Context: an optimization exercise on an open-source flow, tuned for small area. The choices shown serve that exercise and are no tape-out recipe. Where RTL was checked, it was by simulation tests only, not by an equivalence proof against the original. Power figures rest on the tool's default switching activity, not on a simulated workload.

run Y:
## eth_commu_top
module eth_commu_top
(
	input logic i_clk,
	input logic i_rst_n,
	input logic i_trig_send,
	input commu_pkg::len_t i_data_length,
	input commu_pkg::byte_t i_pck_ident,
	input commu_pkg::byte_t i_pck_idx,
	input commu_pkg::byte_t i_cur_byte,
	output logic o_get_cur_byte,
	output logic o_send_over,
	output logic o_tx_valid,
	output logic o_tx_last,
	output commu_pkg::byte_t o_tx_data,
	input logic i_rx_dv,
	input commu_pkg::byte_t i_rx_data,
	output commu_pkg::byte_t o_cmd,
	output logic [31:0] o_param,
	output logic o_cmd_come
);
Size in the first run: roughly 860 flip-flops, about 100 I/O pins, about 34,000 µm² of cells after synthesis.
make LEC_CHECK=0 CAP_MARGIN=20 CORE_MARGIN=2 CORE_UTILIZATION=40 SLEW_MARGIN=20 finish   # period 12.0 ns
run.sh (not shown) runs the stock make flow with config.mk's settings and CLKGATE_MAP_FILE= SYNTH_SCRIPT=/design/flow/synth_recipe.tcl, a recipe that flattens the netlist after the stock synthesis.
Run Y: PASS, flow complete, no timing, DRC or antenna violations
## Diff of input files: run H against run Y
- swapping 40 for 70 in CORE_UTILIZATION
- putting CTS_BUF_LIST at sky130_fd_sc_hd__clkbuf_8 where nothing was set
- putting CTS_CLUSTER_SIZE at 30 where nothing was set
Results
Compared with run Y, run H improves minimum clock period after layout.
Comparing run Y and run H, the lower cell count of the worst reg-to-reg path was measured on run H.
Total vias in the final route, run Y and run H, lower one = run Y.
Run H: setup slack 0.0097 ns above run Y
Compared to run Y, run H has critical path depth 2 higher.
NOTE post-layout instance area run Y->run H decreased by a few percent


Another version of the RTL of eth_commu_top (not shown whole).
For scale: ~970 flip-flops, about 0.034 sq mm of cells after synthesis.
==> flow/config.mk <==
export PLATFORM = sky130hd
export DESIGN_NAME = eth_commu_top
export DESIGN_NICKNAME = eth_commu_top
export VERILOG_FILES = /design/flow/design.v
export SDC_FILE = /design/flow/constraint.sdc
export NUM_CORES = 4
export LEC_CHECK = 0
export CAP_MARGIN = 20
export CORE_MARGIN = 2
export CORE_UTILIZATION = 40
export SLEW_MARGIN = 20
==> flow/constraint.sdc <==
create_clock -name core_clock -period 12.0 [get_ports {i_clk}]
set_input_delay 2.4000 -clock core_clock [delete_from_list [all_inputs] [get_ports {i_clk}]]
set_output_delay 2.4000 -clock core_clock [all_outputs]
set_load 0.01 [all_outputs]
standard.sh (not shown) runs the stock make flow with config.mk's settings and CLKGATE_MAP_FILE= SYNTH_SCRIPT=/design/flow/synth_recipe.tcl, a recipe that flattens the netlist after the stock synthesis.
==> flow/flow/run.sh <==
#!/bin/bash
# Standard layout (the standard.sh) with a leaner clock tree and small port buffers:
# small clock buffers, no dummy loads; every port still gets its own buffer.
set -o pipefail
export CTS_ARGS="-sink_clustering_enable -repair_clock_nets -dont_use_dummy_load -buf_list {sky130_fd_sc_hd__clkbuf_8 sky130_fd_sc_hd__clkbuf_16}"
export BUFFER_PORTS_ARGS="-buffer_cell sky130_fd_sc_hd__buf_1"
bash standard.sh > standard_run.log 2>&1
Then changed:
==> flow/flow/run.sh (replaced) <==
#!/bin/bash
# Standard layout (the standard.sh) with a leaner clock tree and small port buffers:
# small clock buffers, no dummy loads; every port still gets its own buffer.
set -o pipefail
export CTS_ARGS="-sink_clustering_enable -repair_clock_nets -dont_use_dummy_load -buf_list {sky130_fd_sc_hd__clkbuf_4} -root_buf sky130_fd_sc_hd__clkbuf_8"
export BUFFER_PORTS_ARGS="-buffer_cell sky130_fd_sc_hd__buf_1"
bash standard.sh > standard_run.log 2>&1
Outcome: Combinational power is about the same; wire length is higher by 1.3%; global-route usage went up by 0.30 points; sequential cell count is unchanged; register-to-register slack got worse by 0.03 ns; worst hold slack got worse by 0.033 ns; core utilization goes down by 0.78 points; power went down by 7.0%; die area stays the same.
No run of this note included a check of the RTL's function; only the layout flow was run.


eth_commu_top, a different RTL version from the one above (not shown whole).
For scale: ~2,000 cells after synthesis, ~100 I/O pins, about 0.030 mm2 of cells after synthesis.
==> flow/config.mk <==
export PLATFORM = sky130hd
export DESIGN_NAME = eth_commu_top
export DESIGN_NICKNAME = eth_commu_top
export VERILOG_FILES = /design/flow/design.v
export SDC_FILE = /design/flow/constraint.sdc
export NUM_CORES = 4
export LEC_CHECK = 0
export CAP_MARGIN = 20
export CORE_MARGIN = 2
export CORE_UTILIZATION = 70
export PLACE_DENSITY = 0.85
export SLEW_MARGIN = 20
==> flow/constraint.sdc <==
create_clock -name core_clock -period 12.0 [get_ports {i_clk}]
set_input_delay 2.4000 -clock core_clock [delete_from_list [all_inputs] [get_ports {i_clk}]]
set_output_delay 2.4000 -clock core_clock [all_outputs]
set_load 0.01 [all_outputs]
==> flow/flow/run.sh <==
#!/bin/bash
# Standard layout (the standard.sh) with a leaner clock tree and small port buffers:
# clkbuf_8 clock buffers in small sink clusters and no dummy loads on the clock tree; every
# port still gets its own buffer (buf_1). The make output goes to standard_run.log; the ORFS
# steps keep their own logs under orfs/logs.
set -o pipefail
export CTS_ARGS="-sink_clustering_enable -repair_clock_nets -dont_use_dummy_load -buf_list {sky130_fd_sc_hd__clkbuf_8} -sink_clustering_size 16 -sink_clustering_max_diameter 60"
export BUFFER_PORTS_ARGS="-buffer_cell sky130_fd_sc_hd__buf_1"
bash standard.sh > standard_run.log 2>&1
Next try:
--- a/flow/flow/run.sh
+++ b/flow/flow/run.sh
@@ -7 +7 @@
-export CTS_ARGS="-sink_clustering_enable -repair_clock_nets -dont_use_dummy_load -buf_list {sky130_fd_sc_hd__clkbuf_8} -sink_clustering_size 16 -sink_clustering_max_diameter 60"
+export CTS_ARGS="-sink_clustering_enable -repair_clock_nets -dont_use_dummy_load -buf_list {sky130_fd_sc_hd__clkbuf_8} -sink_clustering_size 20 -sink_clustering_max_diameter 50"
CORE_UTILIZATION = 65   (was 70)
PLACE_DENSITY = 0.8   (was 0.85)
The changed run completed without violations; final cell count went up by 0.40%; combinational power stays flat; clock skew rose by 0.051 ns; die area rises by 7.5%.
Next try:
--- a/flow/flow/run.sh
+++ b/flow/flow/run.sh
@@ -7 +7 @@
-export CTS_ARGS="-sink_clustering_enable -repair_clock_nets -dont_use_dummy_load -buf_list {sky130_fd_sc_hd__clkbuf_8} -sink_clustering_size 20 -sink_clustering_max_diameter 50"
+export CTS_ARGS="-sink_clustering_enable -repair_clock_nets -dont_use_dummy_load -buf_list {sky130_fd_sc_hd__clkbuf_16} -sink_clustering_size 30 -sink_clustering_max_diameter 45"
Result: Maximum frequency is lower slightly; sequential power barely changes; cell count hardly moves; routed wire length is higher by a few percent; count of clock-buffer cells in the layout went up by 7; register-to-register slack is about the same; via count went up slightly; die area is unchanged.
Next try:
--- a/flow/flow/run.sh
+++ b/flow/flow/run.sh
@@ -7 +7 @@
-export CTS_ARGS="-sink_clustering_enable -repair_clock_nets -dont_use_dummy_load -buf_list {sky130_fd_sc_hd__clkbuf_16} -sink_clustering_size 30 -sink_clustering_max_diameter 45"
+export CTS_ARGS="-sink_clustering_enable -repair_clock_nets -dont_use_dummy_load -buf_list {sky130_fd_sc_hd__clkbuf_8} -sink_clustering_size 16 -sink_clustering_max_diameter 60"
CORE_UTILIZATION = 60   (was 65)
PLACE_DENSITY = 0.75   (was 0.8)
Result:
- non-clock buffer count rose by 3
- worst hold slack loses 0.023 ns
- core utilization decreases by 6.7 points
- via count is lower by 2.4%
- worst setup slack gains 0.036 ns
- die area goes up by 8.2%
- final area is lower by 2.2%
- wire length decreases by 1.4%
- sequential share of layout area rose by 1.6 points
- area after synthesis does not change
- critical path depth goes up by 1


Another version of the RTL of eth_commu_top (not shown whole).
Size: about 100 I/O pins, ~31000 um^2 of cells after synthesis.
clock: 12.0 ns
lec_check: 0
cap_margin: 20
core_margin: 2
core_utilization: 40
slew_margin: 20
==> flow/flow/run.sh <==
#!/bin/bash
# Standard layout (the standard.sh) with a leaner clock tree and small port buffers:
# small clock buffers, no dummy loads; every port still gets its own buffer.
set -o pipefail
export CTS_ARGS="-sink_clustering_enable -repair_clock_nets -dont_use_dummy_load -buf_list {sky130_fd_sc_hd__clkbuf_8} -sink_clustering_size 16 -sink_clustering_max_diameter 50"
export BUFFER_PORTS_ARGS="-buffer_cell sky130_fd_sc_hd__buf_1"
bash standard.sh > standard_run.log 2>&1
==> next run, changes <==
==> flow/flow/run.sh (replaced) <==
#!/bin/bash
# Standard layout (the standard.sh) with a leaner clock tree and small port buffers:
# small clock buffers, no dummy loads; every port still gets its own buffer.
set -o pipefail
export CTS_ARGS="-sink_clustering_enable -repair_clock_nets -dont_use_dummy_load -buf_list {sky130_fd_sc_hd__clkbuf_16} -sink_clustering_size 36 -sink_clustering_max_diameter 60"
export BUFFER_PORTS_ARGS="-buffer_cell sky130_fd_sc_hd__buf_1"
bash standard.sh > standard_run.log 2>&1
What happened: The changed run finished with timing, DRC and antenna clean. Non-clock buffer count is unchanged. Combinational power hardly moves. Clock-buffer cell count is lower by 38. Design area stays flat. Critical path depth does not change. Routed wire length is lower by about 0.7%. Clock power rose by about 4%. Setup slack is better by 0.10 ns.


Setup of green:
RTL: one of the versions met above, not the one the previous note started from.
For scale: roughly 2000 cells after synthesis, about 100 I/O pins, roughly 0.030 sq mm of cells after synthesis.
Settings: LEC_CHECK=0, CAP_MARGIN=20, CORE_MARGIN=2, CORE_UTILIZATION=65, PLACE_DENSITY=0.8, SLEW_MARGIN=20; clock period 12.0 ns.
==> flow/flow/run.sh <==
#!/bin/bash
# Standard layout (the standard.sh) with a leaner clock tree and small port buffers:
# clkbuf_8 clock buffers in small sink clusters and no dummy loads on the clock tree; every
# port still gets its own buffer (buf_1). The make output goes to standard_run.log; the ORFS
# steps keep their own logs under orfs/logs.
set -o pipefail
export CTS_ARGS="-sink_clustering_enable -repair_clock_nets -dont_use_dummy_load -buf_list {sky130_fd_sc_hd__clkbuf_8} -sink_clustering_size 16 -sink_clustering_max_diameter 60"
export BUFFER_PORTS_ARGS="-buffer_cell sky130_fd_sc_hd__buf_1"
bash standard.sh > standard_run.log 2>&1
Setup changes, green to orange
Settings: GPL_ROUTABILITY_DRIVEN: unset -> 0; GPL_TIMING_DRIVEN: unset -> 0.
## What came out
orange reached the final stage; the timing, design-rule and antenna checks on its layout passed.
orange against green; highest ir drop seen on vdd is down by more than 10%.
orange -> green: buffer depth of the longest clock path delta 0, exact match
Against green, orange comes in 90 higher on non-clock buffer count.
Against green as the reference, orange delivers a lower clock skew after layout.
As of orange, total power after layout had risen slightly compared to green.
Post-cts hold buffer count: green vs orange — no meaningful difference
Compare green and orange | minimum hold slack higher: orange
| post-layout worst setup margin | lower: orange |
Final period utilization came out higher on orange than on green.


harbor:
eth_commu_top, a different RTL version from the one above (not shown whole).
For scale: roughly 2100 cells after synthesis, roughly 990 flip-flops, roughly 100 I/O pins, about 30000 µm² of cells after synthesis.
clock: 12.0 ns
lec_check: 0
cap_margin: 20
core_margin: 2
core_utilization: 60
place_density: 0.75
slew_margin: 20
==> flow/flow/run.sh <==
#!/bin/bash
# Standard layout (the standard.sh) with a leaner clock tree and small port buffers:
# clkbuf_8 clock buffers in small sink clusters and no dummy loads on the clock tree; every
# port still gets its own buffer (buf_1). The make output goes to standard_run.log; the ORFS
# steps keep their own logs under orfs/logs.
set -o pipefail
export CTS_ARGS="-sink_clustering_enable -repair_clock_nets -dont_use_dummy_load -buf_list {sky130_fd_sc_hd__clkbuf_8} -sink_clustering_size 20 -sink_clustering_max_diameter 50"
export BUFFER_PORTS_ARGS="-buffer_cell sky130_fd_sc_hd__buf_1"
bash standard.sh > standard_run.log 2>&1
Input changes introduced in zinc (baseline for comparison: harbor):
==> flow/flow/run.sh <==
#!/bin/bash
# Standard layout (the standard.sh) with a leaner clock tree, small port buffers.
# no dummy loads.
# clkbuf_8 clock buffers in small clusters and no dummy loads; every port still gets its own
# buffer; repair_timing's power recovery after global routing.
set -o pipefail
export CTS_ARGS="-sink_clustering_enable -repair_clock_nets -dont_use_dummy_load -buf_list {sky130_fd_sc_hd__clkbuf_8} -sink_clustering_size 16 -sink_clustering_max_diameter 50"
export BUFFER_PORTS_ARGS="-buffer_cell sky130_fd_sc_hd__buf_1"
bash standard.sh > standard_run.log 2>&1
diff --git a/flow/config.mk b/flow/config.mk
--- a/flow/config.mk
+++ b/flow/config.mk
@@ -8,5 +8,4 @@
 export CAP_MARGIN = 20
 export CORE_MARGIN = 2
-export CORE_UTILIZATION = 60
-export PLACE_DENSITY = 0.75
+export CORE_UTILIZATION = 40
 export SLEW_MARGIN = 20
==> comparison <==
- harbor ended up with fewer cell instances than zinc did.
- Across both runs, multi-input combinational area share was lower for zinc than for harbor.
- Comparing zinc against harbor, there is no change at all in total congestion overflow.
- zinc finished every step from synthesis to the final layout, and the layout passed the timing, design-rule and antenna checks.
- zinc vs harbor: post-layout total power up in zinc
- zinc: period utilization lower than harbor
- Looking at hold slack, zinc sits below harbor.
- A end of the critical path of u_sender.cs_c is what zinc shows, while u_sender.cs_b[6] belongs to harbor.
- Per the comparison of zinc with harbor, clock period minus final worst setup slack went down by 49 ps, first-pass GRT wire length saw an increase, number of clock-tree buffers in the layout +16.
Input-level comparison between sierra and zinc:
==> flow/flow/run.sh <==
#!/bin/bash
# Standard layout (the standard.sh) with a leaner clock tree and small port buffers:
# clkbuf_8 clock buffers in small sink clusters and no dummy loads on the clock tree; every
# port still gets its own buffer (buf_1). The make output goes to standard_run.log; the ORFS
# steps keep their own logs under orfs/logs.
set -o pipefail
export CTS_ARGS="-sink_clustering_enable -repair_clock_nets -dont_use_dummy_load -buf_list {sky130_fd_sc_hd__clkbuf_8} -sink_clustering_size 16 -sink_clustering_max_diameter 50"
export BUFFER_PORTS_ARGS="-buffer_cell sky130_fd_sc_hd__buf_1"
bash standard.sh > standard_run.log 2>&1
diff --git a/flow/config.mk b/flow/config.mk
--- a/flow/config.mk
+++ b/flow/config.mk
@@ -8,4 +8,5 @@
 export CAP_MARGIN = 20
 export CORE_MARGIN = 2
-export CORE_UTILIZATION = 40
+export CORE_UTILIZATION = 60
+export PLACE_DENSITY = 0.75
 export SLEW_MARGIN = 20
## What came out
- Every stage of the flow completed for sierra, and the final layout passed the timing, design-rule and antenna checks.
- The final reports for sierra and zinc show hold slack higher in the former.
- Compared with zinc, sierra shows a lower smallest setup slack after layout.
- The run showing the greater number of buffers other than clock buffers in the final layout is zinc.
- Reported for sierra and zinc, sequential cell count of the final layout turned out identical to the last digit.
- zinc → sierra: total routing usage reported by global routing increased 6.9 points, initial antenna violation count decreased 1, via count increased 122, area inside the core boundary decreased about 33%.
- sierra vs. zinc: relative area of clock buffers and inverters in the final design went down by 0.24 points.
What maple does differently from sierra at the input level:
diff --git a/flow/flow/run.sh b/flow/flow/run.sh
--- a/flow/flow/run.sh
+++ b/flow/flow/run.sh
@@ -5,5 +5,5 @@
 # steps keep their own logs under orfs/logs.
 set -o pipefail
-export CTS_ARGS="-sink_clustering_enable -repair_clock_nets -dont_use_dummy_load -buf_list {sky130_fd_sc_hd__clkbuf_8} -sink_clustering_size 16 -sink_clustering_max_diameter 50"
+export CTS_ARGS="-sink_clustering_enable -repair_clock_nets -dont_use_dummy_load -buf_list {sky130_fd_sc_hd__clkbuf_8} -sink_clustering_size 16 -sink_clustering_max_diameter 60"
 export BUFFER_PORTS_ARGS="-buffer_cell sky130_fd_sc_hd__buf_1"
 bash standard.sh > standard_run.log 2>&1
==> summary.txt <==
- Re relative area change from synthesis to final layout: sierra was higher than maple.
- maple vs. sierra: post-layout instance count excluding filler cells about even, number of clock buffers in the layout fell 6.
### maple -> raven
diff --git a/flow/flow/run.sh b/flow/flow/run.sh
--- a/flow/flow/run.sh
+++ b/flow/flow/run.sh
@@ -5,5 +5,5 @@
 # steps keep their own logs under orfs/logs.
 set -o pipefail
-export CTS_ARGS="-sink_clustering_enable -repair_clock_nets -dont_use_dummy_load -buf_list {sky130_fd_sc_hd__clkbuf_8} -sink_clustering_size 16 -sink_clustering_max_diameter 60"
+export CTS_ARGS="-sink_clustering_enable -repair_clock_nets -dont_use_dummy_load -buf_list {sky130_fd_sc_hd__clkbuf_8} -sink_clustering_size 16 -sink_clustering_max_diameter 50"
 export BUFFER_PORTS_ARGS="-buffer_cell sky130_fd_sc_hd__buf_1"
 bash standard.sh > standard_run.log 2>&1
diff --git a/flow/config.mk b/flow/config.mk
--- a/flow/config.mk
+++ b/flow/config.mk
@@ -8,5 +8,5 @@
 export CAP_MARGIN = 20
 export CORE_MARGIN = 2
-export CORE_UTILIZATION = 60
-export PLACE_DENSITY = 0.75
+export CORE_UTILIZATION = 70
+export PLACE_DENSITY = 0.85
 export SLEW_MARGIN = 20
==> comparison <==
raven closes out successfully: all stages finished, all timing, DRC and antenna checks passed.
The placement row count of raven falls short of that of maple by 6.
On achievable clock frequency, raven and maple are neck and neck.
The lower final weighted congestion of routability-driven global placement of raven and maple is in maple.
raven and maple ended up with roughly the same share of post-route cells with drive strength above 1.
Going from maple to raven, peak fanout along the critical path grows by 1.
Summary of raven over maple: global-route usage grew by 5.8 points, worst setup slack picked up an extra 6.8 ps, number of non-clock buffers in the layout rose 1.8%.
[compare] base=maple new=raven: routed wire length per instance now sits higher; clock network power has remained practically unchanged; total power rose by about 0.8%.

separate check: timing with driven ports:
How much do the figures lean on ideal ports? The routed layouts below were timed once more, with nothing changed but the port constraints.
Step 1 (the two cells are an assumption about what drives the block):
set clk [get_ports {i_clk}]
set_driving_cell -lib_cell sky130_fd_sc_hd__clkbuf_16 $clk
set_driving_cell -lib_cell sky130_fd_sc_hd__buf_2 [delete_from_list [all_inputs] $clk]
Step 2 also shifts input and output timing later by t, the mid clock arrival at the registers, as if the neighbouring blocks saw the same clock.
Three values: ideal ports, drivers, drivers and shift; two values: the first two.
run | t (ns) | setup slack, ns | hold slack, ns | clock arrival spread, ns
run Y | 0.701 | 6.214 / 6.255 / 5.554 | 0.409 / 0.409 / 0.409 | 0.032 / 0.032
run H | 0.829 | 6.224 / 6.260 / 5.431 | 0.390 / 0.390 / 0.390 | 0.059 / 0.060
the first run of note 2 | 0.684 | 6.187 / 6.225 / 5.541 | 0.341 / 0.341 / 0.341 | 0.095 / 0.094
the second run of note 2 | 0.845 | 6.397 / 6.435 / 5.590 | 0.308 / 0.308 / 0.308 | 0.156 / 0.156
the first run of note 3 | 0.691 | 5.996 / 6.023 / 5.332 | 0.286 / 0.286 / 0.286 | 0.084 / 0.084
the second run of note 3 | 0.665 | 5.960 / 5.990 / 5.325 | 0.306 / 0.306 / 0.306 | 0.111 / 0.110
the third run of note 3 | 0.636 | 5.910 / 5.943 / 5.307 | 0.282 / 0.282 / 0.282 | 0.117 / 0.118
the fourth run of note 3 | 0.668 | 5.946 / 5.977 / 5.308 | 0.259 / 0.259 / 0.259 | 0.093 / 0.093
the first run of note 4 | 0.719 | 5.974 / 6.004 / 5.286 | 0.259 / 0.259 / 0.259 | 0.127 / 0.127
the second run of note 4 | 0.657 | 6.075 / 6.117 / 5.460 | 0.287 / 0.287 / 0.287 | 0.109 / 0.110
green | 0.693 | 5.986 / 6.013 / 5.320 | 0.264 / 0.264 / 0.264 | 0.076 / 0.076
orange | 0.709 | 5.600 / 5.628 / 4.919 | 0.299 / 0.299 / 0.299 | 0.083 / 0.082
harbor | 0.694 | 5.761 / 5.787 / 5.094 | 0.283 / 0.283 / 0.283 | 0.145 / 0.145
zinc | 0.704 | 5.811 / 5.846 / 5.143 | 0.275 / 0.275 / 0.275 | 0.145 / 0.145
sierra | 0.680 | 5.806 / 5.826 / 5.146 | 0.289 / 0.289 / 0.289 | 0.111 / 0.110
maple | 0.706 | 5.785 / 5.817 / 5.111 | 0.289 / 0.289 / 0.289 | 0.065 / 0.066
raven | 0.688 | 5.791 / 5.819 / 5.132 | 0.259 / 0.259 / 0.259 | 0.092 / 0.093
After both steps setup and hold are still met in every run listed. The setup slack of the second run of note 2, which loses most, moves by +0.038 ns with the drivers and by -0.807 ns with both steps.
